Context: an optimization exercise on an open-source flow, tuned for small area, a short achievable clock period and few clock cycles. The choices shown serve that exercise and are no tape-out recipe. Where RTL was checked, it was by simulation tests only, not by an equivalence proof against the original. Function not checked in runs 1, 5 and 6: the RTL went through the layout flow alone. Power and IR drop assume default switching activity.

File: flow/design.v
package stt_pkg;
  localparam int unsigned OffsetBits   = 24;
  localparam int unsigned PositionBits = 16;
  localparam logic [OffsetBits-1:0]   OffMax = {OffsetBits{1'b1}};
  localparam logic [PositionBits-1:0] PosMax = {PositionBits{1'b1}};
  localparam logic [15:0]             LenMax = 16'hFFFF;
  localparam logic [2:0] MIdle     = 3'd0;
  localparam logic [2:0] MIdent    = 3'd1;
  localparam logic [2:0] MNumber   = 3'd2;
  localparam logic [2:0] MFraction = 3'd3;
  localparam logic [2:0] MString   = 3'd4;
  localparam logic [2:0] MEscape   = 3'd5;
  localparam logic [2:0] MComment  = 3'd6;
  localparam logic [2:0] MEnded    = 3'd7;
  localparam logic [2:0] PNone  = 3'd0;
  localparam logic [2:0] PSlash = 3'd1;
  localparam logic [2:0] PEq    = 3'd2;
  localparam logic [2:0] PBang  = 3'd3;
  localparam logic [2:0] PLt    = 3'd4;
  localparam logic [2:0] PGt    = 3'd5;
  localparam logic [2:0] PDot   = 3'd6;
  localparam logic [5:0] KEnd     = 6'd0;
  localparam logic [5:0] KIdent   = 6'd1;
  localparam logic [5:0] KNumber  = 6'd2;
  localparam logic [5:0] KString  = 6'd3;
  localparam logic [5:0] KKw0     = 6'd4;
  localparam logic [5:0] KLParen  = 6'd24;
  localparam logic [5:0] KRParen  = 6'd25;
  localparam logic [5:0] KLBrace  = 6'd26;
  localparam logic [5:0] KRBrace  = 6'd27;
  localparam logic [5:0] KSemi    = 6'd28;
  localparam logic [5:0] KComma   = 6'd29;
  localparam logic [5:0] KDot     = 6'd30;
  localparam logic [5:0] KAssign  = 6'd31;
  localparam logic [5:0] KBang    = 6'd33;
  localparam logic [5:0] KLt      = 6'd35;
  localparam logic [5:0] KGt      = 6'd37;
  localparam logic [5:0] KPlus    = 6'd39;
  localparam logic [5:0] KMinus   = 6'd40;
  localparam logic [5:0] KStar    = 6'd41;
  localparam logic [5:0] KSlash   = 6'd42;
  localparam logic [5:0] KStrByte = 6'd44;
  localparam logic [5:0] KBadChar = 6'd45;
  localparam logic [5:0] KUnterm  = 6'd46;
  localparam int unsigned NumKw = 20;
  localparam logic [1:0] PosCur = 2'd0;
  localparam logic [1:0] PosRun = 2'd1;
  localparam logic [1:0] PosOp  = 2'd2;
  function automatic logic [63:0] kw_text(input int k);
    logic [63:0] w;
    w = '0;
    case (k)
      0:  w[23:0] = {"t", "e", "l"};
      1:  w[39:0] = {"t", "n", "i", "r", "p"};
      2:  w[15:0] = {"f", "i"};
      3:  w[31:0] = {"e", "s", "l", "e"};
      4:  w[39:0] = {"e", "l", "i", "h", "w"};
      5:  w[31:0] = {"e", "u", "r", "t"};
      6:  w[39:0] = {"e", "s", "l", "a", "f"};
      7:  w[23:0] = {"l", "i", "n"};
      8:  w[23:0] = {"d", "n", "a"};
      9:  w[15:0] = {"r", "o"};
      10: w[15:0] = {"i", "u"};
      11: w[31:0] = {"t", "i", "n", "i"};
      12: w[31:0] = {"t", "x", "e", "t"};
      13: w[47:0] = {"n", "o", "t", "t", "u", "b"};
      14: w[39:0] = {"t", "u", "p", "n", "i"};
      15: w[23:0] = {"n", "u", "r"};
      16: w[39:0] = {"r", "a", "e", "l", "c"};
      17: w[39:0] = {"e", "l", "t", "i", "t"};
      18: w[47:0] = {"t", "c", "e", "l", "e", "s"};
      19: w[63:0] = {"x", "o", "b", "k", "c", "e", "h", "c"};
      default: w = '0;
    endcase
    kw_text = w;
  endfunction
  function automatic int kw_len(input int k);
    int l;
    case (k)
      0, 7, 8, 15:            l = 3;
      1, 4, 6, 14, 16, 17:    l = 5;
      2, 9, 10:               l = 2;
      3, 5, 11, 12:           l = 4;
      13, 18:                 l = 6;
      19:                     l = 8;
      default:                l = 0;
    endcase
    kw_len = l;
  endfunction
endpackage
module stt_kw_match (
  input  logic [7:0]  c_i,        
  input  logic [15:0] len_i,      
  input  logic        open_i,     
  input  logic [stt_pkg::NumKw-1:0] mask_i,
  output logic [stt_pkg::NumKw-1:0] mask_o,
  output logic [5:0]  kind_o      
);
  logic short_len;
  assign short_len = len_i[15:3] == 13'd0;
  logic [63:0] w;
  always_comb begin
    for (int k = 0; k < stt_pkg::NumKw; k++) begin
      w = stt_pkg::kw_text(k);
      if (open_i) begin
        mask_o[k] = c_i == w[7:0];
      end else begin
        mask_o[k] = 1'b0;
        for (int i = 1; i < stt_pkg::kw_len(k); i++) begin
          if (short_len && len_i[2:0] == 3'(i) && c_i == w[i*8 +: 8])
            mask_o[k] = mask_i[k];
        end
      end
    end
  end
  logic [5:0] kw_kind;
  always_comb begin
    kw_kind = 6'd0;
    for (int k = 0; k < stt_pkg::NumKw; k++) begin
      if (mask_i[k] && len_i == 16'(stt_pkg::kw_len(k))) kw_kind = kw_kind | (stt_pkg::KKw0 + 6'(k));
    end
    kind_o = (kw_kind != 6'd0) ? kw_kind : stt_pkg::KIdent;
  end
endmodule
module stt_core (
  input  logic        clk_i,
  input  logic        rst_ni,
  input  logic        go_i,
  input  logic        out_ready_i,
  input  logic [7:0]  text_byte_i,
  input  logic        end_of_text_i,
  output logic        done_o,      
  output logic        out_valid_o,
  output logic [5:0]  out_kind_o,
  output logic [23:0] out_off_o,
  output logic [15:0] out_len_o,
  output logic [15:0] out_line_o,
  output logic [15:0] out_col_o,
  output logic [7:0]  out_sb_o,
  output logic        out_last_o
);
  localparam logic [1:0] LRun = 2'd3;
  logic [2:0]  mode_q, mode_d;
  logic [2:0]  pend_q, pend_d;
  logic        halt_q, halt_d;
  logic [23:0] off_q;                
  logic [15:0] line_q, col_q;
  logic        adv_q;                
  logic        lastlf_q;             
  logic [23:0] cur_off;              
  logic [15:0] cur_line, cur_col;
  logic [23:0] p_off_q;              
  logic [15:0] p_line_q, p_col_q;
  logic [15:0] len_q, len_d;
  logic        ppend_q;                     
  logic [stt_pkg::NumKw-1:0] kwm_q, kwm_d;
  logic        ov_q;
  logic [5:0]  kind_q;
  logic [7:0]  sb_q;
  logic        last_q;
  logic [1:0]  lsel_q;
  logic [7:0]  c;
  logic        eot;
  logic        is_alpha, is_digit, is_blank, is_lf, is_quote, is_bslash, is_dot, is_eq;
  logic        is_slash, is_bang, is_lt, is_gt, is_hold, is_open;
  logic [5:0]  single_kind;
  logic        is_single;
  logic [15:0] len_inc;
  logic [5:0]  kw_kind;
  logic        kw_open;
  logic        close_res, fall, fall_res, split;
  logic [5:0]  close_kind, fall_kind;
  logic [1:0]  close_pos;
  logic [1:0]  close_len, fall_len;
  logic [7:0]  sb;
  logic        open_run, hold_op, advance, emit, more;
  assign eot = end_of_text_i || (text_byte_i == 8'd0);
  assign c = text_byte_i;
  assign is_alpha  = (c >= "a" && c <= "z") || (c >= "A" && c <= "Z") || c == "_";
  assign is_digit  = c >= "0" && c <= "9";
  assign is_lf     = c == 8'h0A;
  assign is_blank  = c == " " || c == 8'h09 || c == 8'h0D || is_lf;
  assign is_quote  = c == "\"";
  assign is_bslash = c == "\\";
  assign is_dot    = c == ".";
  assign is_eq     = c == "=";
  assign is_slash  = c == "/";
  assign is_bang   = c == "!";
  assign is_lt     = c == "<";
  assign is_gt     = c == ">";
  assign is_hold   = is_slash || is_eq || is_bang || is_lt || is_gt;
  assign is_open   = is_alpha || is_digit || is_quote;
  always_comb begin
    is_single = 1'b1;
    case (c)
      "(":     single_kind = stt_pkg::KLParen;
      ")":     single_kind = stt_pkg::KRParen;
      "{":     single_kind = stt_pkg::KLBrace;
      "}":     single_kind = stt_pkg::KRBrace;
      ";":     single_kind = stt_pkg::KSemi;
      ",":     single_kind = stt_pkg::KComma;
      ".":     single_kind = stt_pkg::KDot;
      "+":     single_kind = stt_pkg::KPlus;
      "-":     single_kind = stt_pkg::KMinus;
      "*":     single_kind = stt_pkg::KStar;
      default: begin single_kind = stt_pkg::KBadChar; is_single = 1'b0; end
    endcase
  end
  assign len_inc = (len_q != stt_pkg::LenMax) ? len_q + 16'd1 : len_q;
  assign cur_off  = (adv_q && off_q != stt_pkg::OffMax) ? off_q + 24'd1 : off_q;
  assign cur_line = (adv_q && lastlf_q && line_q != stt_pkg::PosMax) ? line_q + 16'd1 : line_q;
  assign cur_col  = (adv_q && lastlf_q) ? 16'd1 :
                    (adv_q && col_q != stt_pkg::PosMax) ? col_q + 16'd1 : col_q;
  stt_kw_match u_kw (
    .c_i(c), .len_i(len_q), .open_i(kw_open), .mask_i(kwm_q), .mask_o(kwm_d), .kind_o(kw_kind)
  );
  always_comb begin
    fall_res = 1'b1;
    fall_kind = single_kind;
    fall_len = 2'd1;
    if (eot) begin
      fall_kind = stt_pkg::KEnd; fall_len = 2'd0;
    end else if (is_blank || is_open || is_hold) begin
      fall_res = 1'b0;
    end else if (!is_single) begin
      fall_len = 2'd0;
    end
  end
  always_comb begin
    mode_d = mode_q; pend_d = pend_q; halt_d = halt_q; len_d = len_q;
    close_res = 1'b0; close_kind = stt_pkg::KEnd; close_pos = stt_pkg::PosRun; close_len = 2'd0;
    fall = 1'b0; split = 1'b0; more = 1'b0;
    kw_open = 1'b0;
    open_run = 1'b0; hold_op = 1'b0;
    sb = 8'd0;
    case (mode_q)
      stt_pkg::MString: begin
        if (eot) begin
          close_res = 1'b1; close_kind = stt_pkg::KUnterm; halt_d = 1'b1;
        end else if (is_quote) begin
          len_d = len_inc; close_res = 1'b1; close_kind = stt_pkg::KString; close_len = LRun;
          mode_d = stt_pkg::MIdle;
        end else if (is_bslash) begin
          len_d = len_inc; mode_d = stt_pkg::MEscape;
        end else begin
          len_d = len_inc; close_res = 1'b1; close_kind = stt_pkg::KStrByte; sb = c;
        end
      end
      stt_pkg::MEscape: begin
        if (eot) begin
          close_res = 1'b1; close_kind = stt_pkg::KUnterm; halt_d = 1'b1;
        end else begin
          len_d = len_inc; mode_d = stt_pkg::MString; close_res = 1'b1; close_kind = stt_pkg::KStrByte;
          sb = (c == "n") ? 8'h0A : (c == "t") ? 8'h09 : (c == "r") ? 8'h0D : c;
        end
      end
      stt_pkg::MComment: begin
        if (eot || is_lf) begin
          mode_d = stt_pkg::MIdle; fall = 1'b1;
        end
      end
      stt_pkg::MIdent: begin
        if (!eot && (is_alpha || is_digit)) begin
          len_d = len_inc;
        end else begin
          close_res = 1'b1; close_kind = kw_kind; close_len = LRun;
          mode_d = stt_pkg::MIdle; fall = 1'b1;
        end
      end
      stt_pkg::MNumber, stt_pkg::MFraction: begin
        if (pend_q == stt_pkg::PDot) begin
          if (!eot && is_digit) begin
            len_d = (len_q < 16'hFFFE) ? len_q + 16'd2 : stt_pkg::LenMax;
            mode_d = stt_pkg::MFraction; pend_d = stt_pkg::PNone;
          end else begin
            close_res = 1'b1; close_kind = stt_pkg::KNumber; close_len = LRun;
            mode_d = stt_pkg::MIdle; pend_d = stt_pkg::PDot; split = 1'b1; more = 1'b1;
          end
        end else if (!eot && is_digit) begin
          len_d = len_inc;
        end else if (!eot && is_dot && mode_q == stt_pkg::MNumber) begin
          pend_d = stt_pkg::PDot; hold_op = 1'b1;
        end else begin
          close_res = 1'b1; close_kind = stt_pkg::KNumber; close_len = LRun;
          mode_d = stt_pkg::MIdle; fall = 1'b1;
        end
      end
      stt_pkg::MEnded: begin
        close_res = 1'b1; close_kind = stt_pkg::KEnd; close_pos = stt_pkg::PosCur;
      end
      default: begin
        pend_d = stt_pkg::PNone;
        close_pos = stt_pkg::PosOp;
        case (pend_q)
          stt_pkg::PSlash: begin
            if (!eot && is_slash) begin
              mode_d = stt_pkg::MComment;
            end else begin
              close_res = 1'b1; close_kind = stt_pkg::KSlash; close_len = 2'd1; fall = 1'b1;
            end
          end
          stt_pkg::PEq, stt_pkg::PBang, stt_pkg::PLt, stt_pkg::PGt: begin
            close_res = 1'b1;
            case (pend_q)
              stt_pkg::PEq:   close_kind = stt_pkg::KAssign;
              stt_pkg::PBang: close_kind = stt_pkg::KBang;
              stt_pkg::PLt:   close_kind = stt_pkg::KLt;
              default:        close_kind = stt_pkg::KGt;
            endcase
            if (!eot && is_eq) begin
              close_kind = close_kind + 6'd1; close_len = 2'd2;
            end else begin
              close_len = 2'd1; fall = 1'b1;
            end
          end
          stt_pkg::PDot: begin
            close_res = 1'b1; close_kind = stt_pkg::KDot; close_len = 2'd1; fall = 1'b1;
          end
          default: begin
            fall = 1'b1;
          end
        endcase
      end
    endcase
    if (fall && close_res && (fall_res || (!eot && is_open && close_len == LRun))) begin
      split = 1'b1; more = fall_res;
      mode_d = stt_pkg::MIdle; pend_d = stt_pkg::PNone;
    end
    if (fall && !split) begin
      if (eot) begin
        mode_d = stt_pkg::MEnded;
      end else if (is_open) begin
        mode_d = is_alpha ? stt_pkg::MIdent : is_digit ? stt_pkg::MNumber : stt_pkg::MString;
        len_d = 16'd1; open_run = 1'b1; kw_open = 1'b1;
      end else if (is_hold) begin
        pend_d = is_slash ? stt_pkg::PSlash : is_eq ? stt_pkg::PEq : is_bang ? stt_pkg::PBang :
                 is_lt ? stt_pkg::PLt : stt_pkg::PGt;
        hold_op = 1'b1;
      end else if (!is_blank && !is_single) begin
        halt_d = 1'b1;
      end
    end
    if (halt_q) begin
      mode_d = mode_q; pend_d = pend_q; halt_d = halt_q; len_d = len_q;
      close_res = 1'b0; fall = 1'b0; split = 1'b0; open_run = 1'b0; hold_op = 1'b0;
    end
  end
  assign done_o = !split;
  assign emit = close_res || (fall && fall_res);
  assign advance = done_o && !eot && !halt_d && mode_q != stt_pkg::MEnded;
  logic [1:0]  pos_sel;
  assign pos_sel = close_res ? close_pos : stt_pkg::PosCur;
  logic p_load, p_from_last;
  assign p_load = (emit && pos_sel != stt_pkg::PosRun) || (open_run && !emit) || ppend_q;
  assign p_from_last = ppend_q || (mode_q == stt_pkg::MIdle && pend_q != stt_pkg::PNone);
  always_ff @(posedge clk_i or negedge rst_ni) begin
    if (!rst_ni) begin
      mode_q <= stt_pkg::MIdle; pend_q <= stt_pkg::PNone; halt_q <= 1'b0;
      off_q <= '0; line_q <= 16'd1; col_q <= 16'd1; adv_q <= 1'b0;
      ov_q <= 1'b0; ppend_q <= 1'b0; len_q <= '0;
    end else begin
      if (go_i) ppend_q <= open_run && emit;
      if (go_i) begin
        mode_q <= mode_d; pend_q <= pend_d; halt_q <= halt_d; len_q <= len_d;
        if (advance) begin
          off_q <= cur_off; line_q <= cur_line; col_q <= cur_col; adv_q <= 1'b1;
        end
      end
      if (go_i) ov_q <= emit;
      else if (out_ready_i) ov_q <= 1'b0;
    end
  end
  always_ff @(posedge clk_i) begin
    if (go_i) begin
      kwm_q <= kwm_d;
      if (advance) lastlf_q <= is_lf;
      if (p_load) begin
        p_off_q  <= p_from_last ? off_q  : cur_off;
        p_line_q <= p_from_last ? line_q : cur_line;
        p_col_q  <= p_from_last ? col_q  : cur_col;
      end
      if (emit) begin
        kind_q <= close_res ? close_kind : fall_kind;
        lsel_q <= close_res ? close_len : fall_len;
        sb_q <= sb;
        last_q <= !more;
      end
    end
  end
  assign out_valid_o = ov_q;
  assign out_kind_o  = kind_q;
  assign out_off_o   = p_off_q;
  assign out_line_o  = p_line_q;
  assign out_col_o   = p_col_q;
  assign out_len_o   = (lsel_q == LRun) ? len_q : {14'd0, lsel_q};
  assign out_sb_o    = sb_q;
  assign out_last_o  = last_q;
endmodule
module source_text_tokenizer_top (
  input  logic        clk_i,
  input  logic        rst_ni,
  input  logic        in_valid,
  output logic        in_ready,
  input  logic [7:0]  in_text_byte,
  input  logic        in_end_of_text,
  output logic        out_valid,
  input  logic        out_ready,
  output logic [5:0]  out_kind,
  output logic [23:0] out_start_offset,
  output logic [15:0] out_token_length,
  output logic [15:0] out_token_line,
  output logic [15:0] out_token_col,
  output logic [7:0]  out_string_byte,
  output logic        out_last
);
  logic       hv_q, sv_q;
  logic [7:0] hb_q, sb_q;
  logic       he_q, se_q;
  logic       take, go, done;
  assign in_ready = !sv_q;
  assign take = in_valid && !sv_q;
  assign go = hv_q && (!out_valid || out_ready);
  stt_core u_core (
    .clk_i, .rst_ni, .go_i(go), .out_ready_i(out_ready),
    .text_byte_i(hb_q), .end_of_text_i(he_q), .done_o(done),
    .out_valid_o(out_valid), .out_kind_o(out_kind), .out_off_o(out_start_offset),
    .out_len_o(out_token_length), .out_line_o(out_token_line), .out_col_o(out_token_col),
    .out_sb_o(out_string_byte), .out_last_o(out_last)
  );
  always_ff @(posedge clk_i or negedge rst_ni) begin
    if (!rst_ni) begin
      hv_q <= 1'b0; sv_q <= 1'b0;
    end else begin
      if (!hv_q || (go && done)) begin
        hv_q <= sv_q || take;
        sv_q <= sv_q && take;
      end else begin
        sv_q <= sv_q || take;
      end
    end
  end
  always_ff @(posedge clk_i) begin
    if (!hv_q || (go && done)) begin
      if (sv_q) begin
        hb_q <= sb_q; he_q <= se_q;
      end else if (take) begin
        hb_q <= in_text_byte; he_q <= in_end_of_text;
      end
    end
    if (take) begin
      sb_q <= in_text_byte; se_q <= in_end_of_text;
    end
  end
endmodule
File: flow/flow/run.sh
#!/bin/bash
set -euo pipefail
export BUFFER_PORTS_ARGS="-buffer_cell sky130_fd_sc_hd__buf_1"
export CTS_ARGS="-sink_clustering_enable -repair_clock_nets -dont_use_dummy_load -buf_list sky130_fd_sc_hd__clkbuf_8 -sink_buffer_max_cap_derate 0.6"
export SETUP_SLACK_MARGIN=5.5
bash standard.sh > standard_flow.log 2>&1
File: flow/standard.sh
#!/bin/bash
# synth_recipe.tcl (not shown) runs the flow's synth.tcl, then flattens the netlist and writes it again
# the make line also repeats each setting of config.mk as NAME=value (left out here)
make -C /OpenROAD-flow-scripts/flow DESIGN_CONFIG=/design/flow/config.mk WORK_HOME=/design/flow/orfs CLKGATE_MAP_FILE= SYNTH_SCRIPT=/design/flow/synth_recipe.tcl "${@:-finish}"
File: flow/config.mk
export PLATFORM = sky130hd
export DESIGN_NAME = source_text_tokenizer_top
export DESIGN_NICKNAME = source_text_tokenizer_top
export VERILOG_FILES = /design/flow/design.v
export SDC_FILE = /design/flow/constraint.sdc
export NUM_CORES = 4
export LEC_CHECK = 0
export CAP_MARGIN = 20
export CORE_MARGIN = 2
export CORE_UTILIZATION = 60
export PLACE_DENSITY = 0.7
export SLEW_MARGIN = 20
File: flow/constraint.sdc
create_clock -name core_clock -period 9.0 [get_ports {clk_i}]
set_input_delay 1.8000 -clock core_clock [delete_from_list [all_inputs] [get_ports {clk_i}]]
set_output_delay 1.8000 -clock core_clock [all_outputs]
set_load 0.01 [all_outputs]
==> results of run 1 <==
path summary, 6_finish.rpt:
path / from / end / slack, ns / cells past startpoint
max: hb_q[6] / u_core.line_q[15] / 5.49 / 10
min: u_core.line_q[12] / u_core.line_q[12] / 0.51 / 1
max reg2reg: hb_q[6] / u_core.line_q[15] / 5.49 / 10
min reg2reg: u_core.line_q[12] / u_core.line_q[12] / 0.51 / 1
max in group asynchronous: rst_ni / u_core.mode_q[0] / 6.49 / 2
min in group asynchronous: rst_ni / u_core.col_q[6] / 1.21 / 1
routing by layer:
layer / wire (µm) / vias to the layer above / part of all wire [%] / GRT usage, %
met1: 14200 / 5448 / 39 / 43.3
met3: 3010 / 146 / 8.3 / 5.39
met5: 0 / - / 0 / 0
met4: 1840 / 0 / 5.0 / 16.4
met2: 17400 / 700 / 48 / 54.8
li1: - / 5126 / - / -
registers in the layout, indices dropped and copies added, names as in the netlist, 2 cells and up:
register / flops
u_core.mode_q: 3
u_core.p_off_q: 24
u_core.col_q: 16
u_core.p_line_q: 16
u_core.p_col_q: 16
u_core.off_q: 24
u_core.lsel_q: 2
u_core.sb_q: 8
u_core.line_q: 16
hb_q: 8
u_core.kwm_q: 20
u_core.len_q: 16
sb_q: 8
u_core.pend_q: 3
u_core.kind_q: 6
power breakdown:
part	internal [mW]	switching (mW)	total, mW
clock	0.168	0.280	0.447
combinational	0.567	0.949	1.52
sequential	1.14	0.175	1.32
total	1.88	1.40	3.28
kinds of logic (layout without fill, tap and decap cells):
group,after synthesis,after routing,synth area share (%)
AO/OA/AOI/OAI,344,349,18.5
XOR/XNOR,87,87,6.31
adder cells (fa/ha/maj),10,10,1.04
buffers and inverters,111,221,3.69
flip-flops,196,196,45.3
multiplexers,15,15,1.38
AND/OR/NAND/NOR,552,556,23.8
what timing repair did:
action                     CTS  global route
cloned                      10             1
resized for setup           55            59
hold buffers                 0             0
setup buffers               43            34
pin swaps                   13            18
setup endpoints to repair  207           143
through the flow:
| step | setup slack (ns) | hold slack [ns] |
|---|---|---|
| 5_1_grt | 5.42 | 0.530 |
| 2_1_floorplan | 5.13 | 0.471 |
| 3_3_place_gp | 4.19 | 0.491 |
| 4_1_cts | 5.44 | 0.508 |
| 6_report | 5.49 | 0.511 |
| 3_5_place_dp | 3.98 | 0.496 |
synth_stat cells (20+ instances only):
master,count,share of area [%]
clkbuf_1,76,2.4
a21oi_1,94,3.9
nand2_1,148,4.6
xnor2_1,36,2.6
nor3_1,43,1.8
edfxtp_1,112,28
o21ai_0,82,3.4
nor2_1,107,3.3
nand3_1,54,2.2
o31ai_1,24,1.5
xor2_1,51,3.7
a31oi_1,20,1.0
nand4_1,27,1.4
dfrtp_1,82,17
and3_1,34,1.8
placed cells by master, fill, tap and decap left out, types with 8 or more instances in the layout:
cell type  netlist  final
nor4_1          14      9
edfxtp_1       112    112
or3_1           18     13
nor2_1         107    101
nand2_1        148    143
and2_1          15     14
clkbuf_8         0     17
o31ai_1         24     20
nor3_2           4      8
a21oi_1         94     89
nand4_1         27     27
o21ai_0         82     76
mux2_2          13     12
o22ai_1         17     17
nor2b_1         15     11
or2_2            8      8
o221ai_1        11     10
dfrtp_1         82     80
buf_1            4     99
nor3_1          43     34
ha_1            10     10
inv_1           16     16
and3_1          34     33
xor2_1          51     51
nand2b_1        18     15
a31oi_1         20     20
buf_4            2     72
xnor2_1         36     36
nand3_1         54     51
area by class of cell:
type / count / share of cell area [%]
clock buffer: 17 / 1.65
multi-input combinational: 1017 / 48.8
sequential: 196 / 38.6
timing repair buffer: 187 / 8.13
tap: 265 / 2.34
inverter: 17 / 0.450
critical path: stages (launching register included):
cell and delay, ns:
edfxtp_1 0.47, buf_4 0.18, nand2b_1 0.46, nor2b_4 0.16, a21oi_1 0.18, nor2b_1 0.06
o221ai_1 0.64, nand2_1 0.27, or3b_4 0.56, and4b_1 0.23, xor2_1 0.15
==> results.sh, run 1 <==
export IMPL_skew_ns=0.0414
export IMPL_setup_viol=0
export IMPL_synth_edff_count=112
export IMPL_drt_vias_per_instance=6.72
export IMPL_die_h_um=146
export IMPL_maxCapViolations=0
export IMPL_start_kind="register"
export IMPL_first_pass_iters=5
export IMPL_cts_root_buffer="clkbuf_8"
export IMPL_setup_tns_ns=0
export IMPL_fin_cells=1699
export IMPL_routed_wl_um=36400
export IMPL_postSynth_asyncResetShare_pct=42.9
export IMPL_clock_latency_ns=0.48
export IMPL_num_vias=11400
export IMPL_antenna_found_initial=0
export IMPL_numCtsBuffers=17
export IMPL_ys_flop_type="edfxtp_1"
export IMPL_grt_pass1_wl_um=56700
export IMPL_area_delta_synth_final_pct=17.5
export IMPL_power_leakage_nw=5.39
export IMPL_grt_start_max_net_pins=68
export IMPL_syn_inst=1315
export IMPL_grt_pass1_vias=10600
export IMPL_drt_iter0_drc=1108
export IMPL_yosys_warnings=3
export IMPL_finalWeightedCongestion=0.979
export IMPL_final_hold_viol_count=0
export IMPL_status="timing/DRC/antenna clean"
export IMPL_ir_drop_v=0.000129
export IMPL_synth_area_per_cell_um2=9.18
export IMPL_drcViolationCount=0
export IMPL_ys_ff_latch=196
export IMPL_place_inst=1594
export IMPL_postLayoutCoreUtil_pct=72.4
export IMPL_rsz0062_at_grt="yes"
export IMPL_grt_use_total_pct=33.4
export IMPL_clk_pin_slew_worst_paths_ns=0.10
export IMPL_max_slew_worst_pin_slew_ns=0.886
export IMPL_row_count=51
export IMPL_cts_sinks=196
export IMPL_synth_area_mm2=0.0121
export IMPL_timing_final_crit_share_pct=39.1
export IMPL_n_antenna_cell=0
export IMPL_slew_violations=0
export IMPL_synth_cell_types=89
export IMPL_critPathArrivalTime_ns=3.85
export IMPL_overflow=0
export IMPL_nNetsFinal=1459
export IMPL_required_ns=9.34
export IMPL_core_mm2=0.0196
export IMPL_nFillCells=1501
export IMPL_port_buffers=101
export IMPL_ant_nets=0
export IMPL_multiInputGateArea_mm2=0.00693
export IMPL_dpl_hpwl_um=23000
export IMPL_die_area_mm2=0.0213
export IMPL_h_tree_depth=4
export IMPL_io_pins=102
export IMPL_max_freq_mhz=285
export IMPL_register_area_mm2=0.00547
export IMPL_worstPathMaxFanout=12
export IMPL_hold_class="reg2reg"
export IMPL_fin_crit_ns=3.51
export IMPL_power_mw=3.28
export IMPL_postLayoutCellArea_mm2=0.0142
export IMPL_place_area_mm2=0.0126
export IMPL_drive_above_1_share_pct=17.4
export IMPL_start_util_pct=61.6
export IMPL_slew_headroom_pct=40.9
export IMPL_wl_per_cell_um=21.4
export IMPL_critPathCaptureType="register"
export IMPL_ctsLongestPathBuffers=2
export IMPL_die_w_um=146
export IMPL_seq_area_frac_synth_pct=45.3
export IMPL_power_density_mw_per_mm2=231
export IMPL_syn_nets=1338
export IMPL_crit_type="reg2reg"
export IMPL_cts_tree="yes"
==> run 2: changes to the inputs <==
--- a/flow/design.v
+++ b/flow/design.v
@@ -358,9 +358,9 @@
       mode_q <= stt_pkg::MIdle; pend_q <= stt_pkg::PNone; halt_q <= 1'b0;
       off_q <= '0; line_q <= 16'd1; col_q <= 16'd1; adv_q <= 1'b0;
-      ov_q <= 1'b0; ppend_q <= 1'b0; len_q <= '0;
+      ov_q <= 1'b0; ppend_q <= 1'b0;
     end else begin
       if (go_i) ppend_q <= open_run && emit;
       if (go_i) begin
-        mode_q <= mode_d; pend_q <= pend_d; halt_q <= halt_d; len_q <= len_d;
+        mode_q <= mode_d; pend_q <= pend_d; halt_q <= halt_d;
         if (advance) begin
           off_q <= cur_off; line_q <= cur_line; col_q <= cur_col; adv_q <= 1'b1;
@@ -373,4 +373,5 @@
   always_ff @(posedge clk_i) begin
     if (go_i) begin
+      len_q <= len_d;
       kwm_q <= kwm_d;
       if (advance) lastlf_q <= is_lf;
==> flow/flow/run.sh (replaced) <==
#!/bin/bash
set -euo pipefail
export BUFFER_PORTS_ARGS="-buffer_cell sky130_fd_sc_hd__buf_1"
export CTS_ARGS="-sink_clustering_enable -repair_clock_nets -dont_use_dummy_load -root_buf sky130_fd_sc_hd__clkbuf_16 -buf_list sky130_fd_sc_hd__clkbuf_8 -sink_clustering_size 12"
export SETUP_SLACK_MARGIN=5.5
bash standard.sh > standard_flow.log 2>&1
==> results.sh, run 2 <==
export IMPL_timing_final_crit_share_pct=38.4
export IMPL_worstReg2RegEnd="u_core.off_q[1]"
export IMPL_finalWorstSetupSlack_ns=5.54
export IMPL_rrSetupSlack_ns=5.59
export IMPL_cts_root_buffer="clkbuf_16"
export IMPL_num_vias=10800
export IMPL_nFillCells=1618
export IMPL_syn_nets=1321
export IMPL_synth_area_per_cell_um2=9.18
export IMPL_drcViolationCount=0
export IMPL_critPathCaptureType="register"
export IMPL_swShare_pct=38.5
export IMPL_critPathArrivalTime_ns=3.74
export IMPL_synth_area_mm2=0.0119
export IMPL_first_pass_iters=6
export IMPL_synth_top_area_cell="edfxtp_1"
export IMPL_comb_power_share_pct=34.7
export IMPL_fin_crit_ns=3.46
export IMPL_worstPathMaxFanout=24
export IMPL_pwr_share_seq_pct=48.0
export IMPL_status="timing/DRC/antenna clean"
export IMPL_row_count=51
export IMPL_numCtsBuffers=17
export IMPL_postLayoutCellArea_mm2=0.0132
export IMPL_slew_violations=0
export IMPL_rsz0062_at_grt="yes"
export IMPL_io_pins=102
export IMPL_power_mw=2.68
export IMPL_register_area_mm2=0.00555
export IMPL_wl_per_cell_um=19.9
export IMPL_syn_inst=1298
export IMPL_hold_ws_ns=0.514
export IMPL_place_inst=1595
export IMPL_max_freq_mhz=289
export IMPL_seq_area_frac_synth_pct=46.5
export IMPL_clockPowerShare_pct=17.3
export IMPL_cts_sinks=196
export IMPL_area_delta_synth_final_pct=10.6
export IMPL_n_antenna_cell=0
export IMPL_reg2reg_depth=11
export IMPL_overflow=0
export IMPL_cts_hold_buf=0
export IMPL_ctsLongestPathBuffers=2
export IMPL_max_slew_worst_pin_slew_ns=0.904
export IMPL_p_int_mw=1.65
export IMPL_yosys_warnings=3
export IMPL_drive_above_1_share_pct=10.5
export IMPL_synth_top_area_share_pct=32.2
export IMPL_finalWeightedCongestion=0.966
export IMPL_maxCapViolations=0
export IMPL_h_tree_depth=4
export IMPL_die_w_um=145
export IMPL_grt_start_max_net_pins=69
export IMPL_die_h_um=145
export IMPL_core_mm2=0.0195
export IMPL_nNetsFinal=1411
export IMPL_synth_area_leaders="edfxtp_1 32%, dfrtp_1 14%, nand2_1 4.9%"
export IMPL_die_area_mm2=0.0210
export IMPL_grt_pass1_vias=9703
export IMPL_grt_use_total_pct=30.8
export IMPL_grt_pass1_wl_um=52300
export IMPL_hold_class="reg2reg"
export IMPL_whs_path_depth=1
export IMPL_ir_drop_v=0.000134
export IMPL_routed_wl_um=32900
export IMPL_ys_flop_type="edfxtp_1"
export IMPL_setup_tns_ns=0
export IMPL_slowest_delay_ns=0.54
export IMPL_synth_most_common_cell="nand2_1"
export IMPL_power_density_mw_per_mm2=203
export IMPL_ant_nets=0
export IMPL_skew_ns=0.0482
export IMPL_fin_cells=1651
export IMPL_required_ns=9.29
export IMPL_top_regs="u_core.off_q: 24 flops, u_core.p_off_q: 24 flops, u_core.kwm_q: 20 flops"
export IMPL_synth_edff_count=128
export IMPL_slew_headroom_pct=39.7
export IMPL_multiInputGateArea_mm2=0.00621
export IMPL_clock_latency_ns=0.41
export IMPL_ys_ff_latch=196
export IMPL_crit_slowest_cell="or4_4"
export IMPL_pre_cts_slack_ns=3.29
export IMPL_mostFrequentLayoutCell="nand2_1"
export IMPL_dpl_hpwl_um=21800
export IMPL_synth_cell_types=83
export IMPL_crit_type="in2reg"
export IMPL_postLayoutCoreUtil_pct=67.8
export IMPL_clk_pin_slew_worst_paths_ns=0.09
export IMPL_final_cell_mix="153 x nand2_1, 128 x edfxtp_1, 115 x nor2_1, 100 x buf_1, 86 x o21ai_0"
export IMPL_postSynth_asyncResetShare_pct=34.7
export IMPL_crit_chain="buf_1 -> nand2b_4 -> nand2_8 -> or2_4 -> clkinvlp_4 -> o2111a_2 -> nand3_4 -> or4_4 -> xnor2_2"
export IMPL_antenna_found_initial=0
export IMPL_yosys_top_cells_count="155 x nand2_1, 128 x edfxtp_1, 120 x nor2_1, 91 x o21ai_0, 87 x a21oi_1"
export IMPL_p_sw_mw=1.03
export IMPL_start_kind="primary input"
export IMPL_final_hold_viol_count=0
export IMPL_start_util_pct=61.2
export IMPL_min_to="u_core.line_q[15]"
export IMPL_power_leakage_nw=4.85
export IMPL_setup_viol=0
export IMPL_place_area_mm2=0.0124
export IMPL_cts_tree="yes"
export IMPL_drt_vias_per_instance=6.52
export IMPL_min_from="u_core.line_q[15]"
export IMPL_drt_iter0_drc=1252
export IMPL_r2r_start="hb_q[5]"
export IMPL_port_buffers=101
==> run 2: critical path, delay by kind of cell <==
kind                   cells  cell delay [ns]
XOR/XNOR                   1             0.14
AND/OR/NAND/NOR            5             1.37
AO/OA/AOI/OAI              1             0.23
buffers and inverters      2             0.19
==> run 2: cell type report <==
class / count / area share (%)
inverters: 19 / 0.693
repair inverters: 2 / 0.104
flip-flops and latches: 196 / 42.1
repair buffers: 146 / 5.65
clock buffers: 17 / 1.86
well taps: 265 / 2.51
multi-input cells: 1006 / 47.1
==> run 2: worst max path at each step <==
stage | from | endpoint | slack, ns
floorplan | hb_q[7] | u_core.p_col_q[0] | 5.43
global placement | out_ready | u_core.col_q[2] | 3.42
detailed placement | out_ready | u_core.col_q[9] | 3.29
CTS | u_core.mode_q[2] | hb_q[4] | 5.50
global route | hb_q[6] | u_core.p_col_q[6] | 5.43
finish | out_ready | u_core.off_q[21] | 5.54
==> run 2: power groups by stage <==
stage,logic (mW),clock network [mW],registers (mW)
6_report,0.929,0.464,1.28
3_3_place_gp,0.785,0,1.30
4_1_cts,0.843,0.466,1.29
5_1_grt,1.01,0.497,1.30
3_5_place_dp,0.791,0,1.31
2_1_floorplan,0.618,0,1.24
==> run 2: what timing repair did <==
item / CTS / global route
pin swaps: 2 / 10
resized for setup: 31 / 21
cloned: 2 / 1
endpoints found under the setup margin: 228 / 168
buffers inserted: 11 / 25
==> run 2: cells by family after synthesis <==
family	Yosys count	share of synthesized area [%]
AND/OR/NAND/NOR	562	23.9
AO/OA/AOI/OAI	342	18.3
flip-flops	196	46.5
buffers and inverters	97	3.20
XOR/XNOR	78	5.79
multiplexers	13	1.22
adder cells (fa/ha/maj)	10	1.05
==> run 2: routing by layer <==
layer | vias to the layer above | global-route usage, % | routed length (µm)
met5 | - | 0 | 0
li1 | 4998 | - | -
met4 | 0 | 9.85 | 738
met2 | 570 | 46.4 | 14700
met3 | 67 | 4.34 | 2890
met1 | 5133 | 46.3 | 14500
Testbench counts of run 2, summed over its fixed seeds: cycles 24,327.
==> run 3: changes to the inputs <==
==> flow/flow/run.sh (replaced) <==
#!/bin/bash
set -euo pipefail
export BUFFER_PORTS_ARGS="-buffer_cell sky130_fd_sc_hd__buf_1"
export CTS_ARGS="-sink_clustering_enable -repair_clock_nets -dont_use_dummy_load -buf_list sky130_fd_sc_hd__clkbuf_16"
export SETUP_SLACK_MARGIN=5.5
bash standard.sh > standard_flow.log 2>&1
==> results.sh, run 3 <==
export IMPL_io_pins=102
export IMPL_clock_latency_ns=0.45
export IMPL_grt_start_max_net_pins=69
export IMPL_slowest_delay_ns=0.55
export IMPL_yosys_warnings=3
export IMPL_final_hold_viol_count=0
export IMPL_first_pass_iters=5
export IMPL_skew_ns=0.0326
export IMPL_die_area_mm2=0.0210
export IMPL_status="timing/DRC/antenna clean"
export IMPL_setup_viol=0
export IMPL_cp_startpoint="out_ready"
export IMPL_required_ns=9.32
export IMPL_grt_use_total_pct=31.1
export IMPL_slew_headroom_pct=38.0
export IMPL_ant_nets=0
export IMPL_nNetsFinal=1409
export IMPL_r2r_start="u_core.mode_q[0]"
export IMPL_cts_tree="yes"
export IMPL_crit_slowest_cell="or4_4"
export IMPL_slew_violations=0
export IMPL_cts_sinks=196
export IMPL_timing_final_crit_share_pct=38.2
export IMPL_core_mm2=0.0195
export IMPL_die_h_um=145
export IMPL_power_leakage_nw=4.93
export IMPL_critPathCaptureType="register"
export IMPL_synth_area_leaders="edfxtp_1 32%, dfrtp_1 14%, nand2_1 4.9%"
export IMPL_reg2reg_depth=9
export IMPL_fin_cells=1649
export IMPL_ys_flop_type="edfxtp_1"
export IMPL_fin_crit_ns=3.43
export IMPL_synth_top_area_share_pct=32.2
export IMPL_row_count=51
export IMPL_n_antenna_cell=0
export IMPL_crit_chain="buf_1 -> nand2b_4 -> nand2_8 -> or2_4 -> clkinvlp_4 -> o2111a_2 -> nand3_4 -> or4_4 -> xnor2_2"
export IMPL_synth_most_common_cell="nand2_1"
export IMPL_endpoint="u_core.off_q[21]"
export IMPL_drt_vias_per_instance=6.57
export IMPL_start_util_pct=61.2
export IMPL_drive_above_1_share_pct=10.3
export IMPL_num_vias=10800
export IMPL_max_freq_mhz=291
export IMPL_grt_pass1_wl_um=52800
export IMPL_wl_per_cell_um=20.1
export IMPL_setup_tns_ns=0
export IMPL_power_density_mw_per_mm2=213
export IMPL_synth_edff_count=128
export IMPL_final_cell_mix="153 x nand2_1, 128 x edfxtp_1, 115 x nor2_1, 100 x buf_1, 86 x o21ai_0"
export IMPL_postLayoutCoreUtil_pct=68.7
export IMPL_ir_drop_v=0.000159
export IMPL_seq_area_frac_synth_pct=46.5
export IMPL_ys_ff_latch=196
export IMPL_critPathArrivalTime_ns=3.75
export IMPL_hold_class="reg2reg"
export IMPL_postSynth_asyncResetShare_pct=34.7
export IMPL_syn_nets=1321
export IMPL_synth_cell_types=83
export IMPL_yosys_top_cells_count="155 x nand2_1, 128 x edfxtp_1, 120 x nor2_1, 91 x o21ai_0, 87 x a21oi_1"
export IMPL_cts_hold_buf=0
export IMPL_area_delta_synth_final_pct=12.1
export IMPL_synth_area_per_cell_um2=9.18
export IMPL_start_kind="primary input"
export IMPL_overflow=0
export IMPL_crit_type="in2reg"
export IMPL_ctsLongestPathBuffers=2
export IMPL_synth_area_mm2=0.0119
export IMPL_drt_iter0_drc=1150
export IMPL_routed_wl_um=33200
export IMPL_top_regs="u_core.off_q: 24 flops, u_core.p_off_q: 24 flops, u_core.kwm_q: 20 flops"
export IMPL_drcViolationCount=0
export IMPL_cts_root_buffer="clkbuf_16"
export IMPL_finalWeightedCongestion=0.966
export IMPL_place_inst=1595
export IMPL_dpl_hpwl_um=21800
export IMPL_worstReg2RegEnd="u_core.off_q[21]"
export IMPL_die_w_um=145
export IMPL_worstPathMaxFanout=24
export IMPL_rrSetupSlack_ns=5.58
export IMPL_port_buffers=101
export IMPL_clk_pin_slew_worst_paths_ns=0.07
export IMPL_mostFrequentLayoutCell="nand2_1"
export IMPL_h_tree_depth=4
export IMPL_grt_pass1_vias=9831
export IMPL_rsz0062_at_grt="no"
export IMPL_numCtsBuffers=17
export IMPL_syn_inst=1298
export IMPL_maxCapViolations=0
export IMPL_max_slew_worst_pin_slew_ns=0.930
export IMPL_antenna_found_initial=0
export IMPL_synth_top_area_cell="edfxtp_1"
==> run 3: worst min-delay path by stage <==
| stage | depth (start not counted) | slack [ns] | to | start |
|---|---|---|---|---|
| floorplan | 1 | 0.47 | u_core.off_q[11] | u_core.off_q[11] |
| global placement | 1 | 0.49 | u_core.off_q[11] | u_core.off_q[11] |
| detailed placement | 1 | 0.50 | u_core.line_q[15] | u_core.line_q[15] |
| CTS | 1 | 0.52 | u_core.off_q[11] | u_core.off_q[11] |
| global route | 1 | 0.52 | u_core.line_q[15] | u_core.line_q[15] |
| finish | 1 | 0.51 | u_core.line_q[15] | u_core.line_q[15] |
==> run 3: power breakdown <==
part           total, mW  switching, mW  internal [mW]
logic              0.928          0.602          0.326
registers           1.29          0.151           1.14
clock network      0.630          0.301          0.329
total               2.85           1.05           1.79
==> run 3: critical path, delay by kind of cell <==
family          cells  cell delay (ns)
simple gates        5             1.39
buf+inv             2             0.19
compound gates      1             0.22
xor+xnor            1             0.14
==> run 3: routing by layer <==
layer  up-vias  global-route usage [%]  part of all wire, %
li1       5008                       -                    -
met1      5148                    46.7                   44
met2       610                    46.5                   45
met3        65                    5.47                  9.3
met4         0                    8.71                  2.1
met5         -                       0                    0
==> run 3: cell type report <==
| class | instances | area [µm²] |
|---|---|---|
| Fill cell | 1582 | 6100 |
| Multi-Input combinational cell | 1006 | 6210 |
| Sequential cell | 196 | 5550 |
| Inverter | 19 | 91.3 |
| Timing Repair inverter | 2 | 13.8 |
| Timing Repair Buffer | 144 | 739 |
| Tap cell | 265 | 332 |
| Clock buffer | 17 | 425 |
==> run 3: kinds of logic (layout without fill, tap and decap cells) <==
| kind of cell | count (synthesis) | in the layout | share of synthesized area, % |
|---|---|---|---|
| simple gates | 562 | 563 | 23.9 |
| compound gates | 342 | 342 | 18.3 |
| flops | 196 | 196 | 46.5 |
| buf+inv | 97 | 182 | 3.20 |
| xor+xnor | 78 | 78 | 5.79 |
| mux | 13 | 13 | 1.22 |
| fa+ha+maj | 10 | 10 | 1.05 |
==> run 3: timing repair <==
action,in CTS,in global routing
gates cloned,2,1
endpoints found under the hold margin,0,0
gates resized for setup,29,23
endpoints found under the setup margin,228,186
pin swaps,2,4
setup buffers,14,20
==> run 3: through the flow <==
stage / power, mW / cell area (µm²) / worst slack [ns] / hold slack, ns
after floorplan: 1.85 / 12000 / 5.43 / 0.474
after global placement: 2.09 / 12400 / 3.42 / 0.488
after detailed placement: 2.10 / 12400 / 3.29 / 0.503
after CTS: 2.77 / 13100 / 5.51 / 0.515
after global routing: 2.98 / 13400 / 5.51 / 0.524
final: 2.85 / 13400 / 5.57 / 0.512
==> run 4: changes to the inputs <==
==> flow/flow/run.sh (replaced) <==
#!/bin/bash
set -euo pipefail
export BUFFER_PORTS_ARGS="-buffer_cell sky130_fd_sc_hd__buf_1"
export CTS_ARGS="-sink_clustering_enable -repair_clock_nets -dont_use_dummy_load -buf_list sky130_fd_sc_hd__clkbuf_8 -sink_clustering_size 10 -sink_clustering_max_diameter 50"
export SETUP_SLACK_MARGIN=5.5
bash standard.sh > standard_flow.log 2>&1
==> results.sh, run 4 <==
export IMPL_status="timing/DRC/antenna clean"
export IMPL_cts_tree="yes"
export IMPL_fin_crit_ns=3.44
export IMPL_maxCapViolations=0
export IMPL_mostFrequentLayoutCell="nand2_1"
export IMPL_dpl_hpwl_um=21800
export IMPL_io_pins=102
export IMPL_synth_area_mm2=0.0119
export IMPL_rsz0062_at_grt="yes"
export IMPL_skew_ns=0.0470
export IMPL_die_area_mm2=0.0210
export IMPL_rrSetupSlack_ns=5.58
export IMPL_overflow=0
export IMPL_worstPathMaxFanout=24
export IMPL_grt_use_total_pct=30.9
export IMPL_ir_drop_v=0.000131
export IMPL_min_from="u_core.line_q[15]"
export IMPL_n_antenna_cell=0
export IMPL_start_kind="primary input"
export IMPL_ctsLongestPathBuffers=2
export IMPL_routed_wl_um=32800
export IMPL_num_vias=10800
export IMPL_port_buffers=101
export IMPL_setup_tns_ns=0
export IMPL_top_regs="u_core.off_q: 24 flops, u_core.p_off_q: 24 flops, u_core.kwm_q: 20 flops"
export IMPL_max_freq_mhz=291
export IMPL_die_w_um=145
export IMPL_drive_above_1_share_pct=10.3
export IMPL_hold_class="reg2reg"
export IMPL_start_util_pct=61.2
export IMPL_grt_pass1_vias=9768
export IMPL_reg2reg_depth=9
export IMPL_critPathCaptureType="register"
export IMPL_synth_edff_count=128
export IMPL_postSynth_asyncResetShare_pct=34.7
export IMPL_setup_viol=0
export IMPL_synth_area_leaders="edfxtp_1 32%, dfrtp_1 14%, nand2_1 4.9%"
export IMPL_drcViolationCount=0
export IMPL_power_leakage_nw=4.83
export IMPL_grt_pass1_wl_um=52400
export IMPL_final_cell_mix="153 x nand2_1, 128 x edfxtp_1, 115 x nor2_1, 100 x buf_1, 87 x o21ai_0"
export IMPL_core_mm2=0.0195
export IMPL_finalWeightedCongestion=0.966
export IMPL_synth_top_area_cell="edfxtp_1"
export IMPL_wl_per_cell_um=19.9
export IMPL_r2r_start="u_core.mode_q[0]"
export IMPL_worstReg2RegEnd="u_core.off_q[21]"
export IMPL_area_delta_synth_final_pct=10.2
export IMPL_required_ns=9.36
export IMPL_fin_cells=1647
export IMPL_timing_final_crit_share_pct=38.2
export IMPL_nNetsFinal=1407
export IMPL_numCtsBuffers=17
export IMPL_place_inst=1595
export IMPL_syn_inst=1298
export IMPL_cts_sinks=196
export IMPL_ant_nets=0
export IMPL_clk_pin_slew_worst_paths_ns=0.09
export IMPL_power_density_mw_per_mm2=202
export IMPL_synth_cell_types=83
export IMPL_row_count=51
export IMPL_power_mw=2.65
export IMPL_final_hold_viol_count=0
export IMPL_synth_most_common_cell="nand2_1"
export IMPL_clock_latency_ns=0.48
export IMPL_max_slew_worst_pin_slew_ns=0.919
export IMPL_cp_startpoint="out_ready"
export IMPL_ys_flop_type="edfxtp_1"
export IMPL_cts_root_buffer="clkbuf_8"
export IMPL_grt_start_max_net_pins=69
export IMPL_drt_iter0_drc=1226
export IMPL_antenna_found_initial=0
export IMPL_first_pass_iters=6
export IMPL_crit_type="in2reg"
export IMPL_drt_vias_per_instance=6.53
export IMPL_slew_headroom_pct=38.7
export IMPL_seq_area_frac_synth_pct=46.5
export IMPL_syn_nets=1321
export IMPL_h_tree_depth=4
export IMPL_die_h_um=145
export IMPL_synth_area_per_cell_um2=9.18
export IMPL_critPathArrivalTime_ns=3.79
export IMPL_nFillCells=1629
export IMPL_endpoint="u_core.off_q[21]"
export IMPL_ys_ff_latch=196
export IMPL_yosys_warnings=3
export IMPL_slew_violations=0
export IMPL_yosys_top_cells_count="155 x nand2_1, 128 x edfxtp_1, 120 x nor2_1, 91 x o21ai_0, 87 x a21oi_1"
export IMPL_synth_top_area_share_pct=32.2
## run 4: layer usage
layer	global-route usage, %	up-vias	wire [µm]
li1	-	4995	-
met5	0	-	0
met1	46.2	5090	14400
met4	10.3	0	770
met3	4.65	69	2880
met2	46.2	601	14700
## run 4: per-stage QoR
stage                     util, %  hold WS, ns  cell area, µm²  setup WS (ns)
final                        67.5        0.517           13100           5.56
after global routing         67.5        0.528           13100           5.46
after CTS                    66.3        0.519           12900           5.51
after detailed placement     63.9        0.503           12400           3.29
after global placement       63.9        0.488           12400           3.42
after floorplan                 -        0.474           12000           5.43
## run 4: what timing repair did
| item | CTS | global route |
|---|---|---|
| buffers inserted | 14 | 19 |
| cloned | 2 | 0 |
| pin swaps | 2 | 1 |
| hold buffers | 0 | 0 |
| resized for setup | 29 | 22 |
| endpoints found under the setup margin | 228 | 170 |
## run 4: area by class of cell
cell class,count,area [µm²],area share (%)
Multi-Input combinational cell,1006,6200,47.2
Clock buffer,17,234,1.78
Inverter,19,86.3,0.657
Tap cell,265,332,2.52
Sequential cell,196,5550,42.3
Timing Repair inverter,1,5.00,0.0381
Timing Repair Buffer,143,719,5.48
## run 4: worst min-delay path by stage
stage / to / slack [ns] / depth (start not counted)
2_1_floorplan: u_core.off_q[11] / 0.47 / 1
6_report: u_core.line_q[15] / 0.52 / 1
3_3_place_gp: u_core.off_q[11] / 0.49 / 1
5_1_grt: u_core.line_q[15] / 0.53 / 1
3_5_place_dp: u_core.line_q[15] / 0.50 / 1
4_1_cts: u_core.line_q[15] / 0.52 / 1
## run 4: critical path, stage by stage
cell and delay, ns:
buf_1 0.11, nand2b_4 0.18, nand2_8 0.14, or2_4 0.33
clkinvlp_4 0.09, o2111a_2 0.27, nand3_4 0.19, or4_4 0.54
xnor2_2 0.14
## run 4: where the power goes
group,internal [mW],switching (mW)
combinational,0.322,0.595
clock,0.168,0.278
sequential,1.14,0.149
total,1.63,1.02
## run 4: cells by family after synthesis
| group | share of synthesized area (%) |
|---|---|
| DFF | 46.5 |
| muxes | 1.22 |
| buffers and inverters | 3.20 |
| and+or+nand+nor | 23.9 |
| AOI/OAI and AO/OA | 18.3 |
| adders and majority gates | 1.05 |
| xor gates and xnor gates | 5.79 |
==> run 5: changes to the inputs <==
--- a/flow/design.v
+++ b/flow/design.v
@@ -156,8 +156,9 @@
   logic [stt_pkg::NumKw-1:0] kwm_q, kwm_d;
   logic        ov_q;
-  logic [5:0]  kind_q;
-  logic [7:0]  sb_q;
+  logic        strb_q;               
+  logic [7:0]  data_q;               
   logic        last_q;
-  logic [1:0]  lsel_q;
+  logic [5:0]  res_kind;
+  logic [1:0]  res_lsel;
   logic [7:0]  c;
   logic        eot;
@@ -382,7 +383,6 @@
       end
       if (emit) begin
-        kind_q <= close_res ? close_kind : fall_kind;
-        lsel_q <= close_res ? close_len : fall_len;
-        sb_q <= sb;
+        strb_q <= res_kind == stt_pkg::KStrByte;
+        data_q <= (res_kind == stt_pkg::KStrByte) ? sb : {res_lsel, res_kind};
         last_q <= !more;
       end
@@ -390,10 +390,12 @@
   end
   assign out_valid_o = ov_q;
-  assign out_kind_o  = kind_q;
+  assign res_kind = close_res ? close_kind : fall_kind;
+  assign res_lsel = close_res ? close_len : fall_len;
+  assign out_kind_o  = strb_q ? stt_pkg::KStrByte : data_q[5:0];
   assign out_off_o   = p_off_q;
   assign out_line_o  = p_line_q;
   assign out_col_o   = p_col_q;
-  assign out_len_o   = (lsel_q == LRun) ? len_q : {14'd0, lsel_q};
-  assign out_sb_o    = sb_q;
+  assign out_len_o   = strb_q ? 16'd0 : (data_q[7:6] == LRun) ? len_q : {14'd0, data_q[7:6]};
+  assign out_sb_o    = strb_q ? data_q : 8'd0;
   assign out_last_o  = last_q;
 endmodule
==> flow/flow/run.sh (replaced) <==
#!/bin/bash
set -euo pipefail
export BUFFER_PORTS_ARGS="-buffer_cell sky130_fd_sc_hd__buf_1"
export CTS_ARGS="-sink_clustering_enable -repair_clock_nets -dont_use_dummy_load -buf_list sky130_fd_sc_hd__clkbuf_8 -sink_buffer_max_cap_derate 0.6"
export SETUP_SLACK_MARGIN=5.5
bash standard.sh > standard_flow.log 2>&1
==> results.sh, run 5 <==
export IMPL_status="timing/DRC/antenna clean"
export IMPL_area_delta_synth_final_pct=13.3
export IMPL_finalWeightedCongestion=1.01
export IMPL_final_hold_viol_count=0
export IMPL_maxCapViolations=0
export IMPL_synth_top_area_share_pct=30.0
export IMPL_power_mw=3.37
export IMPL_ctsLongestPathBuffers=2
export IMPL_crit_type="reg2reg"
export IMPL_dpl_hpwl_um=23100
export IMPL_clock_latency_ns=0.48
export IMPL_syn_inst=1316
export IMPL_rrSetupSlack_ns=5.46
export IMPL_busiest_layer="met1"
export IMPL_die_w_um=146
export IMPL_synth_most_common_cell="nor2_1"
export IMPL_grt_start_max_net_pins=69
export IMPL_fin_crit_ns=3.54
export IMPL_drt_vias_per_instance=6.64
export IMPL_grt_use_total_pct=31.4
export IMPL_grt_use_met3_pct=6.61
export IMPL_gr_usage_met1_pct=47.1
export IMPL_max_freq_mhz=283
export IMPL_top_regs="u_core.off_q: 24 flops, u_core.p_off_q: 24 flops, u_core.kwm_q: 20 flops"
export IMPL_cts_root_buffer="clkbuf_8"
export IMPL_worstReg2RegEnd="hb_q[5]"
export IMPL_wl_per_cell_um=20.7
export IMPL_postSynth_asyncResetShare_pct=36.0
export IMPL_port_buffers=101
export IMPL_yosys_top_cells_count="132 x nor2_1, 121 x edfxtp_1, 118 x nand2_1, 95 x a21oi_1, 94 x o21ai_0"
export IMPL_ant_nets=0
export IMPL_postLayoutCellArea_mm2=0.0137
export IMPL_grt_pass1_vias=10000
export IMPL_cts_tree="yes"
export IMPL_num_vias=11200
export IMPL_power_density_mw_per_mm2=246
export IMPL_r2r_start="hb_q[6]"
export IMPL_syn_nets=1339
export IMPL_fin_cells=1683
export IMPL_timing_final_crit_share_pct=39.3
export IMPL_hold_class="reg2reg"
export IMPL_overflow=0
export IMPL_power_leakage_nw=5.18
export IMPL_slew_violations=0
export IMPL_critPathCaptureType="register"
export IMPL_drt_iter0_drc=1350
export IMPL_die_area_mm2=0.0213
export IMPL_nNetsFinal=1443
export IMPL_reg2reg_depth=9
export IMPL_synth_area_per_cell_um2=9.19
export IMPL_clk_pin_slew_worst_paths_ns=0.08
export IMPL_grtUsageMet2_pct=46.0
export IMPL_cp_startpoint="hb_q[6]"
export IMPL_first_pass_iters=8
export IMPL_drive_above_1_share_pct=14.5
export IMPL_nFillCells=1552
export IMPL_cts_sinks=189
export IMPL_antenna_found_initial=0
export IMPL_synth_cell_types=88
export IMPL_n_antenna_cell=0
export IMPL_setup_tns_ns=0
export IMPL_grt_pass1_wl_um=53900
export IMPL_routed_wl_um=34800
export IMPL_final_cell_mix="125 x nor2_1, 121 x edfxtp_1, 115 x nand2_1, 100 x buf_1, 94 x a21oi_1"
export IMPL_core_mm2=0.0197
export IMPL_synth_edff_count=121
export IMPL_place_inst=1598
export IMPL_start_util_pct=61.5
export IMPL_setup_viol=0
export IMPL_start_kind="register"
export IMPL_row_count=51
export IMPL_rsz0062_at_grt="yes"
export IMPL_yosys_warnings=3
export IMPL_max_slew_worst_pin_slew_ns=1.07
export IMPL_place_area_mm2=0.0126
export IMPL_required_ns=9.15
export IMPL_synth_top_area_cell="edfxtp_1"
export IMPL_endpoint="hb_q[5]"
export IMPL_io_pins=102
export IMPL_skew_ns=0.0364
export IMPL_h_tree_depth=4
export IMPL_seq_area_frac_synth_pct=44.1
export IMPL_worstPathMaxFanout=9
export IMPL_ir_drop_v=0.000196
export IMPL_ys_ff_latch=189
export IMPL_critPathArrivalTime_ns=3.68
export IMPL_die_h_um=146
export IMPL_slew_headroom_pct=27.7
export IMPL_mostFrequentLayoutCell="nor2_1"
export IMPL_ys_flop_type="edfxtp_1"
export IMPL_synth_area_leaders="edfxtp_1 30%, dfrtp_1 14%, xor2_1 4.5%"
export IMPL_drcViolationCount=0
export IMPL_synth_area_mm2=0.0121
export IMPL_numCtsBuffers=17
## run 5: how the worst min path moves through the flow
stage | start | end | slack [ns] | depth (start not counted)
floorplan | u_core.off_q[23] | u_core.off_q[23] | 0.47 | 1
global placement | u_core.off_q[23] | u_core.off_q[23] | 0.50 | 1
detailed placement | u_core.line_q[0] | u_core.line_q[0] | 0.50 | 1
CTS | u_core.line_q[0] | u_core.line_q[0] | 0.51 | 1
global route | u_core.line_q[0] | u_core.line_q[0] | 0.53 | 1
finish | u_core.line_q[0] | u_core.line_q[0] | 0.51 | 1
## run 5: layout make-up
cell class	instances	area (µm²)	area share [%]
clock buffers	17	234	1.71
inverters	17	71.3	0.520
multi-input cells	1021	6670	48.7
well taps	265	332	2.42
flip-flops and latches	189	5340	39.0
repair buffers	174	1060	7.70
## run 5: what timing repair did
action / CTS / global route
setup buffers: 29 / 33
pin swaps: 4 / 12
hold buffers: 0 / 0
gates cloned: 2 / 3
setup endpoints to repair: 220 / 197
gates resized for setup: 26 / 36
## run 5: cell families (layout without fill, tap and decap cells)
kind of cell    Yosys count  count (layout)  share of synthesized area [%]
flops                   189             189                           44.1
xor+xnor                 91              91                           6.59
mux                      14              14                           1.29
compound gates          350             350                           18.9
buf+inv                 108             208                           3.79
simple gates            554             556                           24.2
fa+ha+maj                10              10                           1.03
## run 5: metal layers
metal	wire (µm)	share of wire [%]
met5	0	0
met4	1080	3.1
met3	3750	11
met2	15000	43
met1	15000	43
## run 5: power by group
part	switching (mW)	leakage [nW]	internal, mW
Sequential	0.198	2.06	1.14
Combinational	1.02	2.99	0.573
Clock	0.271	0.122	0.168
Total	1.49	5.18	1.88
## run 5: stage by stage
stage	util, %	worst slack [ns]	hold WS, ns
floorplan	-	5.38	0.474
global placement	64.0	3.84	0.498
detailed placement	64.0	3.74	0.504
CTS	67.3	5.51	0.514
global route	69.7	5.28	0.526
finish	69.7	5.46	0.512
## run 5: worst max-delay path: stages, from the launching register on
cell and delay, ns:
edfxtp_1 0.49, buf_4 0.22, or4b_4 0.63, o31ai_4 0.26, nand2_1 0.18, a211o_4 0.39, nand2_2 0.22, nor3b_1 0.09
o31ai_1 0.39, o21a_2 0.35
==> run 6: changes to the inputs <==
--- a/flow/design.v
+++ b/flow/design.v
@@ -272,6 +272,5 @@
         if (pend_q == stt_pkg::PDot) begin
           if (!eot && is_digit) begin
-            len_d = (len_q < 16'hFFFE) ? len_q + 16'd2 : stt_pkg::LenMax;
-            mode_d = stt_pkg::MFraction; pend_d = stt_pkg::PNone;
+            len_d = len_inc; mode_d = stt_pkg::MFraction; pend_d = stt_pkg::PNone; split = 1'b1;
           end else begin
             close_res = 1'b1; close_kind = stt_pkg::KNumber; close_len = LRun;
==> flow/flow/run.sh (replaced) <==
#!/bin/bash
set -euo pipefail
export BUFFER_PORTS_ARGS="-buffer_cell sky130_fd_sc_hd__buf_1"
export CTS_ARGS="-sink_clustering_enable -repair_clock_nets -dont_use_dummy_load -buf_list sky130_fd_sc_hd__clkbuf_8 -sink_buffer_max_cap_derate 0.6"
export SETUP_SLACK_MARGIN=5.65
bash standard.sh > standard_flow.log 2>&1
==> results.sh, run 6 <==
export IMPL_status="timing/DRC/antenna clean"
export IMPL_final_hold_viol_count=0
export IMPL_die_h_um=142
export IMPL_ir_drop_v=0.0000903
export IMPL_ys_flop_type="edfxtp_1"
export IMPL_numCtsBuffers=17
export IMPL_synth_top_area_cell="edfxtp_1"
export IMPL_drcViolationCount=0
export IMPL_required_ns=9.21
export IMPL_grt_pass1_vias=9514
export IMPL_grt_use_total_pct=33.2
export IMPL_nFillCells=1417
export IMPL_cts_sinks=189
export IMPL_io_pins=102
export IMPL_top_regs="u_core.off_q: 24 flops, u_core.p_off_q: 24 flops, u_core.kwm_q: 20 flops"
export IMPL_wl_per_cell_um=21.6
export IMPL_yosys_top_cells_count="121 x edfxtp_1, 121 x nand2_1, 116 x nor2_1, 79 x o21ai_0, 77 x a21oi_1"
export IMPL_grt_start_max_net_pins=69
export IMPL_synth_edff_count=121
export IMPL_syn_inst=1208
export IMPL_max_freq_mhz=280
export IMPL_synth_top_area_share_pct=32.0
export IMPL_port_buffers=101
export IMPL_synth_area_per_cell_um2=9.40
export IMPL_synth_area_mm2=0.0114
export IMPL_antenna_found_initial=0
export IMPL_start_util_pct=60.9
export IMPL_worstPathMaxFanout=7
export IMPL_gr_usage_met1_pct=43.5
export IMPL_final_cell_mix="121 x edfxtp_1, 119 x nand2_1, 108 x nor2_1, 88 x buf_1, 82 x buf_4"
export IMPL_h_tree_depth=4
export IMPL_seq_area_frac_synth_pct=47.0
export IMPL_register_area_mm2=0.00534
export IMPL_dpl_hpwl_um=21300
export IMPL_fin_cells=1597
export IMPL_max_slew_worst_pin_slew_ns=0.946
export IMPL_power_density_mw_per_mm2=111
export IMPL_grt_use_met3_pct=5.16
export IMPL_die_area_mm2=0.0200
export IMPL_synth_area_leaders="edfxtp_1 32%, dfrtp_1 15%, nand2_1 4.0%"
export IMPL_ys_ff_latch=189
export IMPL_crit_type="reg2reg"
export IMPL_drt_vias_per_instance=6.61
export IMPL_skew_ns=0.0395
export IMPL_multiInputGateArea_mm2=0.00603
export IMPL_first_pass_iters=6
export IMPL_die_w_um=142
export IMPL_cts_tree="yes"
export IMPL_timing_final_crit_share_pct=39.7
export IMPL_rsz0062_at_grt="yes"
export IMPL_core_mm2=0.0186
export IMPL_fin_crit_ns=3.58
export IMPL_hold_class="reg2reg"
export IMPL_busiest_layer="met2"
export IMPL_maxCapViolations=0
export IMPL_syn_nets=1230
export IMPL_num_vias=10600
export IMPL_grtUsageMet2_pct=55.8
export IMPL_n_antenna_cell=0
export IMPL_power_leakage_nw=5.31
export IMPL_critPathCaptureType="register"
export IMPL_drive_above_1_share_pct=18.2
export IMPL_row_count=50
export IMPL_setup_tns_ns=0
export IMPL_clk_pin_slew_worst_paths_ns=0.10
export IMPL_nNetsFinal=1387
export IMPL_slew_violations=0
export IMPL_mostFrequentLayoutCell="edfxtp_1"
export IMPL_routed_wl_um=34500
export IMPL_overflow=0
export IMPL_critPathArrivalTime_ns=3.78
export IMPL_ant_nets=0
export IMPL_postSynth_asyncResetShare_pct=36.0
export IMPL_drt_iter0_drc=1343
export IMPL_finalWeightedCongestion=0.978
export IMPL_synth_cell_types=85
export IMPL_cts_root_buffer="clkbuf_8"
export IMPL_place_inst=1476
export IMPL_ctsLongestPathBuffers=2
export IMPL_clock_latency_ns=0.49
export IMPL_yosys_warnings=3
export IMPL_area_delta_synth_final_pct=18.3
export IMPL_grt_pass1_wl_um=51900
export IMPL_slew_headroom_pct=36.9
export IMPL_setup_viol=0
export IMPL_start_kind="register"
-- run 6: cell count changes in the layout (fill, tap and decap cells not counted), moves of 10 or more --
cell	delta
nor2_1	-17
o21ai_0	-14
buf_4	+20
or2_2	-10
nand3_1	+11
a21oi_1	-20
buf_1	-12
xnor2_1	+14
o31ai_1	+11
buf_6	+11
xor2_1	-23
-- run 6: routing by layer --
metal	part of all wire, %	vias to the layer above
met3	7.1	129
met2	49	622
met1	39	5030
li1	-	4772
met4	4.7	0
met5	0	-
-- run 6: stage by stage --
stage                     worst slack (ns)  hold slack, ns  instance area, µm²  util (%)  total power [mW]
after floorplan                       5.07           0.474               11400         -              1.01
after CTS                             5.50           0.513               12900      69.2              1.48
final                                 5.42           0.517               13400      72.0              1.49
after global placement                4.09           0.496               11800      63.3              1.03
after detailed placement              3.97           0.499               11800      63.3              1.03
after global routing                  5.40           0.531               13400      72.0              1.53
-- run 6: logic make-up after synthesis --
logic type | after synthesis | share of synthesized area (%)
mux | 16 | 1.56
fa+ha+maj | 9 | 0.992
simple gates | 524 | 24.1
flops | 189 | 47.0
compound gates | 290 | 16.3
buf+inv | 98 | 3.75
xor+xnor | 82 | 6.32
-- run 6: what timing repair did --
action | in CTS | in global routing
gates resized for setup | 71 | 59
hold buffers | 0 | 0
gates cloned | 10 | 6
endpoints found under the setup margin | 209 | 129
pin swaps | 16 | 18
hold endpoints to repair | 0 | 0
setup buffers | 58 | 30
-- run 6: report_power, final --
part           internal (mW)  switching (mW)  leakage, nW  total (mW)
Clock                  0.167           0.266        0.122       0.433
Sequential             0.926         0.00433         2.18       0.931
Combinational         0.0498          0.0803         3.01       0.130
-- run 6: layout make-up --
cell class / instances / share of cell area (%)
tap: 234 / 2.18
timing repair buffer: 203 / 10.5
multi-input combinational: 928 / 44.9
clock buffer: 17 / 1.74
inverter: 24 / 0.820
timing repair inverter: 2 / 0.102
sequential: 189 / 39.8
-- run 6: path summary, 6_finish.rpt --
path	start	endpoint	slack, ns	depth (start not counted)
setup reg to reg	hb_q[2]	u_core.p_off_q[7]	5.42	12
max in group asynchronous	rst_ni	u_core.mode_q[0]	6.73	2
hold reg to reg	u_core.off_q[7]	u_core.off_q[7]	0.52	1
setup / recovery	hb_q[2]	u_core.p_off_q[7]	5.42	12
hold / removal	u_core.off_q[7]	u_core.off_q[7]	0.52	1
min in group asynchronous	rst_ni	u_core.col_q[4]	1.50	2
-- run 6: worst max-delay path, stage by stage (launching register included) --
cell	delay, ns
edfxtp_1	0.35
buf_1	0.25
o21ai_0	0.15
a311o_1	0.41
o32a_1	0.41
a21o_4	0.24
or4_4	0.52
a221oi_2	0.28
nor2_1	0.10
nor2_4	0.18
buf_6	0.17
buf_12	0.12
buf_16	0.12

## static timing again, ports no longer ideal
Ports are ideal in the flow. The routed layouts listed here were re-timed in OpenROAD.
Step 1 sets driving cells, clkbuf_16 on the clock port and buf_2 on the other inputs (assumed; they add their load-dependent delay and slew).
Step 2, shift: input delay + t, output delay - t, t = (earliest + latest rising clock arrival at the registers) / 2. This alone moves slack from input paths to output paths.
Slacks: ideal ports / drivers / drivers and shift; pairs: ideal ports / drivers.
| run | shift t [ns] | setup WS [ns] | slew at the worst register clock pin (ns) | cell pins on the clock port's net |
|---|---|---|---|---|
| run 1 | 0.509 | 5.485 / 5.483 / 5.074 | 0.11 / 0.11 | 1 |
| run 2 | 0.437 | 5.544 / 5.565 / 5.128 | 0.12 / 0.12 | 1 |
| run 3 | 0.472 | 5.566 / 5.576 / 5.113 | 0.08 / 0.08 | 1 |
| run 4 | 0.496 | 5.563 / 5.575 / 5.081 | 0.12 / 0.12 | 1 |
| run 5 | 0.503 | 5.464 / 5.464 / 5.026 | 0.12 / 0.12 | 1 |
| run 6 | 0.511 | 5.424 / 5.424 / 5.232 | 0.11 / 0.11 | 1 |
After both steps every run listed still meets setup and hold. For run 4, which loses most, drivers alone change the setup slack by +0.012 ns; drivers and shift together by -0.482 ns.
